This design comes from an exercise in tuning for small area, a short achievable clock period and few clock cycles per item on the open sky130 flow, not from production work.
Function was checked by simulation only, so behaviour that the tests miss may differ from the original.
Power is estimated from default activity; no workload was simulated.

## trial 92
// gnss_satellite_table_builder_top
module gnss_satellite_table_builder_top #(
	parameter int unsigned MAX_SATS = gstb_pkg::MAX_SATS_DEF
) (
	input  logic                                clk,
	input  logic                                arst_n,
	input  logic                                s_tvalid,
	output logic                                s_tready,
	input  logic [gstb_pkg::IN_TDATA_W-1:0]     s_tdata,
	input  logic [1:0]                          s_tuser,
	output logic                                m_tvalid,
	input  logic                                m_tready,
	output logic [gstb_pkg::OUT_TDATA_W-1:0]    m_tdata,
	output logic                                m_tuser,
	output logic                                m_tlast
);
For scale: about 1,800 flip-flops, roughly 130 I/O pins, ~0.070 mm2 of cells after synthesis.
make LEC_CHECK=0 CAP_MARGIN=20 CORE_MARGIN=2 CORE_UTILIZATION=65 CTS_CLUSTER_DIAMETER=80 CTS_CLUSTER_SIZE=25 PLACE_DENSITY=0.75 SETUP_SLACK_MARGIN=3.0 SLEW_MARGIN=20 finish   # period 5.5 ns
run.sh (not shown) runs the stock make flow with config.mk's settings and CLKGATE_MAP_FILE= SYNTH_SCRIPT=/design/flow/synth_recipe.tcl, a recipe that flattens the netlist after the stock synthesis.
Testbench counts of trial 92, summed over its fixed seeds: cycles 16,356, items 16,018.
Input changes introduced in build 60 (baseline for comparison: trial 92):
--- a/flow/design.v
+++ b/flow/design.v
@@ -456,66 +456,64 @@
 			vsel_q[i] <= (vhead_nx == PW'(i));
 		end
 	end
 	always_comb begin
 		vrd = '0;
 		for (int i = 0; i < MAX_SATS; i++) begin
 			vrd = vrd | ({EW{vsel_q[i]}} & vmem[i]);
 		end
 	end
 	always_ff @(posedge clk) begin
 		if (rd_fire) begin
-			h_e_q    <= vrd;
+			h_e_q    <= rd_mark_q ? {3'd7, 33'd0} : vrd;
 			h_mark_q <= rd_mark_q;
 			h_last_q <= rd_mark_q || (rd_rem_q == CW'(1));
 			h_tag_q  <= rd_tag_q;
 			h_cnt_q  <= rd_cnt_q;
 		end
 	end
 	logic [2:0] h_code;
 	logic [7:0] h_sat;
 	logic [6:0] h_cn0;
 	logic [1:0] h_band;
 	logic [6:0] h_el;
 	logic [8:0] h_az;
 	logic       h_nr;
 	logic [MAX_SATS-1:0] hit;
 	assign {h_code, h_sat, h_cn0, h_band, h_el, h_az} = h_e_q;
-	assign h_nr = ((h_el == 7'd0) && (h_az == 9'd0)) || h_mark_q;
+	assign h_nr = (h_el == 7'd0) && (h_az == 9'd0);
 	for (genvar j = 0; j < MAX_SATS; j++) begin : g_hit
 		assign hit[j] = uval_q[j] && (utag_q[j] == h_tag_q) && (ukey[j] == {h_code, h_sat});
 	end
 	always_ff @(posedge clk or negedge arst_n) begin
 		if (!arst_n) begin
 			o_v_q <= 1'b0;
 		end else if (o_adv) begin
 			o_v_q <= h_v_q;
 		end
 	end
-	logic h_unk;
-	assign h_unk = (h_code == 3'd7) || h_mark_q;
 	always_ff @(posedge clk) begin
-		if (o_adv) o_unk2_q <= h_unk;
+		if (o_adv) o_unk2_q <= (h_code == 3'd7);
 	end
 	always_ff @(posedge clk) begin
 		if (o_adv && h_v_q) begin
-			o_code_q <= h_code | {3{h_mark_q}};
-			o_unk_q  <= h_unk;
-			o_sat_q  <= h_mark_q ? 8'd0 : h_sat;
-			o_cn0_q  <= h_mark_q ? 7'd0 : h_cn0;
-			o_band_q <= h_mark_q ? 3'd0 : {h_band == 2'd3, h_band == 2'd2, h_band[0]};
-			o_el_q   <= h_mark_q ? 7'd0 : h_el;
+			o_code_q <= h_code;
+			o_unk_q  <= (h_code == 3'd7);
+			o_sat_q  <= h_sat;
+			o_cn0_q  <= h_cn0;
+			o_band_q <= {h_band == 2'd3, h_band == 2'd2, h_band[0]};
+			o_el_q   <= h_el;
 			o_az_q   <= h_az | {9{h_nr}};
 			o_nr_q   <= h_nr;
-			o_sol_q  <= (|hit) && !h_mark_q;
-			o_hl_q   <= (|h_cn0) && !h_mark_q;
+			o_sol_q  <= |hit;
+			o_hl_q   <= |h_cn0;
 			o_cnt_q  <= 6'(h_cnt_q);
 			o_user_q <= h_mark_q;
 			o_last_q <= h_last_q;
 		end
 	end
 	assign m_tvalid = o_v_q;
 	assign m_tdata  = {4'd0, o_cnt_q, o_hl_q, o_sol_q, o_nr_q, o_az_q, o_nr_q, o_el_q,
 		o_band_q, o_cn0_q, o_sat_q, {2{o_unk2_q}}, {3{o_unk_q}}, o_code_q};
 	assign m_tuser  = o_user_q;
 	assign m_tlast  = o_last_q;
 endmodule
--- outcome ---
- As of build 60, detailed-route wire length on metal 1 had risen slightly compared to trial 92.
- Trial 92 -> build 60: first-iteration DRC count decreased by a little under 10%
- ~same via count in build 60 and trial 92
- Total power of build 60 is lower than that of trial 92.
- Summary: with trial 92 as the reference, synthesized cell count in build 60 moved down slightly.
- Higher count of placed standard cells including taps among build 60 and trial 92: trial 92
- In build 60, the setup slack of the critical path after layout came out 0.10 ns below the value in trial 92.
- Summary: total half-perimeter wirelength after legalization and detailed placement, build 60 worse than trial 92
- Of the two values seen for highest routed metal layer, met5 was produced by trial 92 and met4 by build 60.
- Diff trial 92 -> build 60 | first-pass GRT wire length | up slightly
- As far as share of final layout cell area taken by clock buffers and inverters is concerned, trial 92 and build 60 perform about the same.
- Hold buffer count at cts: build 60 vs trial 92 identical
- Of the two candidates, trial 92 has the worse internal power consumption and build 60 the better one.
- Sort build 60 and trial 92 by global-route usage asc -> top: trial 92
- When build 60 is set beside trial 92, its area share of and/or/nand/nor cells after synthesis turns out to be 0.37 points smaller.
Testbench counts of build 60, summed over its fixed seeds: cycles 16,356, items 16,018.


PW:
Another version of the RTL of gnss_satellite_table_builder_top (not shown whole).
For scale: ~3,900 cells after synthesis, ~1,800 flip-flops, roughly 130 I/O pins, roughly 69,000 um^2 of cells after synthesis.
Design gnss_satellite_table_builder_top, start of the top module:
module gnss_satellite_table_builder_top #(
	parameter int unsigned MAX_SATS = gstb_pkg::MAX_SATS_DEF
) (
	input  logic                                clk,
	input  logic                                arst_n,
	input  logic                                s_tvalid,
	output logic                                s_tready,
	input  logic [gstb_pkg::IN_TDATA_W-1:0]     s_tdata,
	input  logic [1:0]                          s_tuser,
	output logic                                m_tvalid,
	input  logic                                m_tready,
	output logic [gstb_pkg::OUT_TDATA_W-1:0]    m_tdata,
	output logic                                m_tuser,
	output logic                                m_tlast
);
	localparam int unsigned PW = $clog2(MAX_SATS);    
	localparam int unsigned CW = PW + 1;              
	localparam int unsigned EW = 36;                  
	localparam int unsigned KW = 11;                  
	logic [7:0] ta, tb, sig, sat, snr;
	logic [3:0] sys;
	logic [2:0] vcode;
	logic [1:0] vband;
	logic [2:0] ucode;
	logic       uknown;
	logic       satnz;
	logic [6:0] cn0;
	assign ta  = s_tdata[7:0];
	assign tb  = s_tdata[15:8];
	assign sig = s_tdata[23:16];
	assign sat = s_tdata[31:24];
	assign snr = s_tdata[39:32];
	assign sys = s_tdata[59:56];
	always_comb begin
		vcode = 3'd7;
		if (ta == "G") begin
			case (tb)
				"P": vcode = 3'd0;
				"L": vcode = 3'd6;
				"A": vcode = 3'd2;
				"B": vcode = 3'd3;
				"Q": vcode = 3'd5;
				default: vcode = 3'd7;
			endcase
		end else if (ta == "B" && tb == "D") begin
			vcode = 3'd3;
		end else if (ta == "Q" && tb == "Z") begin
			vcode = 3'd5;
		end
	end
	always_comb begin
		vband = 2'd0;
		case (vcode)
			3'd0: begin
				if (sig == 8'd0) vband = 2'd1;
				else if (sig == 8'd3 || sig == 8'd4) vband = 2'd2;
				else if (sig == 8'd6 || sig == 8'd7) vband = 2'd3;
			end
			3'd2: begin
				if (sig <= 8'd1) vband = 2'd1;
				else if (sig >= 8'd3 && sig <= 8'd6) vband = 2'd3;
			end
			3'd3: begin
				if (sig <= 8'd1) vband = 2'd1;
				else if (sig == 8'd2 || sig == 8'd3) vband = 2'd2;
				else if (sig == 8'd5 || sig == 8'd7) vband = 2'd3;
			end
  ...
clock: 5.5 ns
lec_check: 0
cap_margin: 20
core_margin: 2
core_utilization: 65
cts_cluster_diameter: 100
cts_cluster_size: 30
place_density: 0.75
setup_slack_margin: 3.0
slew_margin: 20
PW: flow completed, timing, DRC and antenna clean
Testbench counts of PW, summed over its fixed seeds: cycles 16,356, items 16,018.
### PW -> MS
--- a/flow/design.v
+++ b/flow/design.v
@@ -380,21 +380,21 @@
 			vocc_q     <= '0;
 			uwp_q      <= '0;
 			ufull_q    <= 1'b0;
 			cur_vcnt_q <= '0;
 			cur_ucnt_q <= '0;
 			cur_tag_q  <= 2'd0;
 			rd_act_q   <= 1'b0;
 			pd_v_q     <= 1'b0;
 		end else begin
 			if (vwr) vtail_q <= vtail_q + 1'b1;
-			if (rd_pop) vhead_q <= vhead_q + 1'b1;
+			vhead_q <= vhead_nx;
 			vocc_q <= vocc_q + CW'(vwr) - CW'(rd_pop);
 			if (uwr) uwp_q <= uwp_q + 1'b1;
 			ufull_q <= uwr ? uval_q[uwp1] : uval_q[uwp_q];
 			if (cmt) begin
 				cur_vcnt_q <= '0;
 				cur_ucnt_q <= '0;
 				cur_tag_q  <= cur_tag_q + 1'b1;
 			end else begin
 				if (vwr) cur_vcnt_q <= cur_vcnt_q + 1'b1;
 				if (uwr) cur_ucnt_q <= cur_ucnt_q + 1'b1;
@@ -429,27 +429,33 @@
 			pd_tag_q <= cur_tag_q;
 		end
 	end
 	always_ff @(posedge clk or negedge arst_n) begin
 		if (!arst_n) begin
 			h_v_q <= 1'b0;
 		end else if (h_adv) begin
 			h_v_q <= rd_act_q;
 		end
 	end
-	logic [MAX_SATS-1:0] vsel;
+	logic [MAX_SATS-1:0] vsel_q;
+	logic [PW-1:0]       vhead_nx;
 	logic [EW-1:0]       vrd;
+	assign vhead_nx = rd_pop ? vhead_q + 1'b1 : vhead_q;
+	always_ff @(posedge clk) begin
+		for (int i = 0; i < MAX_SATS; i++) begin
+			vsel_q[i] <= (vhead_nx == PW'(i));
+		end
+	end
 	always_comb begin
 		vrd = '0;
 		for (int i = 0; i < MAX_SATS; i++) begin
-			vsel[i] = (vhead_q == PW'(i));
-			vrd = vrd | ({EW{vsel[i]}} & vmem[i]);
+			vrd = vrd | ({EW{vsel_q[i]}} & vmem[i]);
 		end
 	end
 	always_ff @(posedge clk) begin
 		if (rd_fire) begin
 			h_e_q    <= rd_mark_q ? {3'd7, 33'd0} : vrd;
 			h_mark_q <= rd_mark_q;
 			h_last_q <= rd_mark_q || (rd_rem_q == CW'(1));
 			h_tag_q  <= rd_tag_q;
 			h_cnt_q  <= rd_cnt_q;
 		end
==> comparison <==
Design area shrinks slightly when moving from PW to MS. Going from PW to MS, via count shrinks by about 2.3%. Looking at worst setup path endpoint, the h_e_q[5] result is from PW; the h_e_q[10] one comes from MS. When the final numbers for MS and PW were put side by side, the final wirelength turned out to be smaller in MS. PW -> MS: clock input transition at the sequential cells of the worst setup and hold paths flat. Going from PW to MS, sequential power grew by a few percent. | final critical-path share of the clock period | MS vs PW | 1.4 points lower |. In MS relative to PW, count of state elements after synthesis had gone up slightly. | maximum frequency | MS vs PW | better |. STATUS area enclosed by the die boundary: MS loses against PW.
Testbench counts of MS, summed over its fixed seeds: cycles 16,356, items 16,018.

static timing again, ports no longer ideal:
The results above use ideal ports. As a check the final layouts listed here were re-extracted and re-timed, cells and wires unchanged.
Step 1: set_driving_cell puts a clkbuf_16 on clk and a buf_2 on each other input, an assumption about the parent block.
Step 2 moves the port delays by t, midway between the first and last clock arrival at a register: inputs arrive t later, outputs are due t later. That takes back most of the time a late clock gives input paths.
a / b / c = no drivers / after step 1 / after step 2; a / b = the first two.
| run | t (ns) | slack for setup (ns) | slew at the worst register clock pin (ns) |
|---|---|---|---|
| trial 92 | 0.782 | 3.001 / 2.920 / 2.341 | 0.10 / 0.10 |
| build 60 | 0.772 | 2.896 / 2.896 / 2.335 | 0.11 / 0.11 |
| PW | 0.782 | 2.731 / 2.731 / 2.277 | 0.11 / 0.11 |
| MS | 0.755 | 2.806 / 2.806 / 2.356 | 0.12 / 0.12 |
After both steps every run listed still meets setup and hold. For trial 92, which loses most, drivers alone change the setup slack by -0.081 ns; drivers and shift together by -0.660 ns.
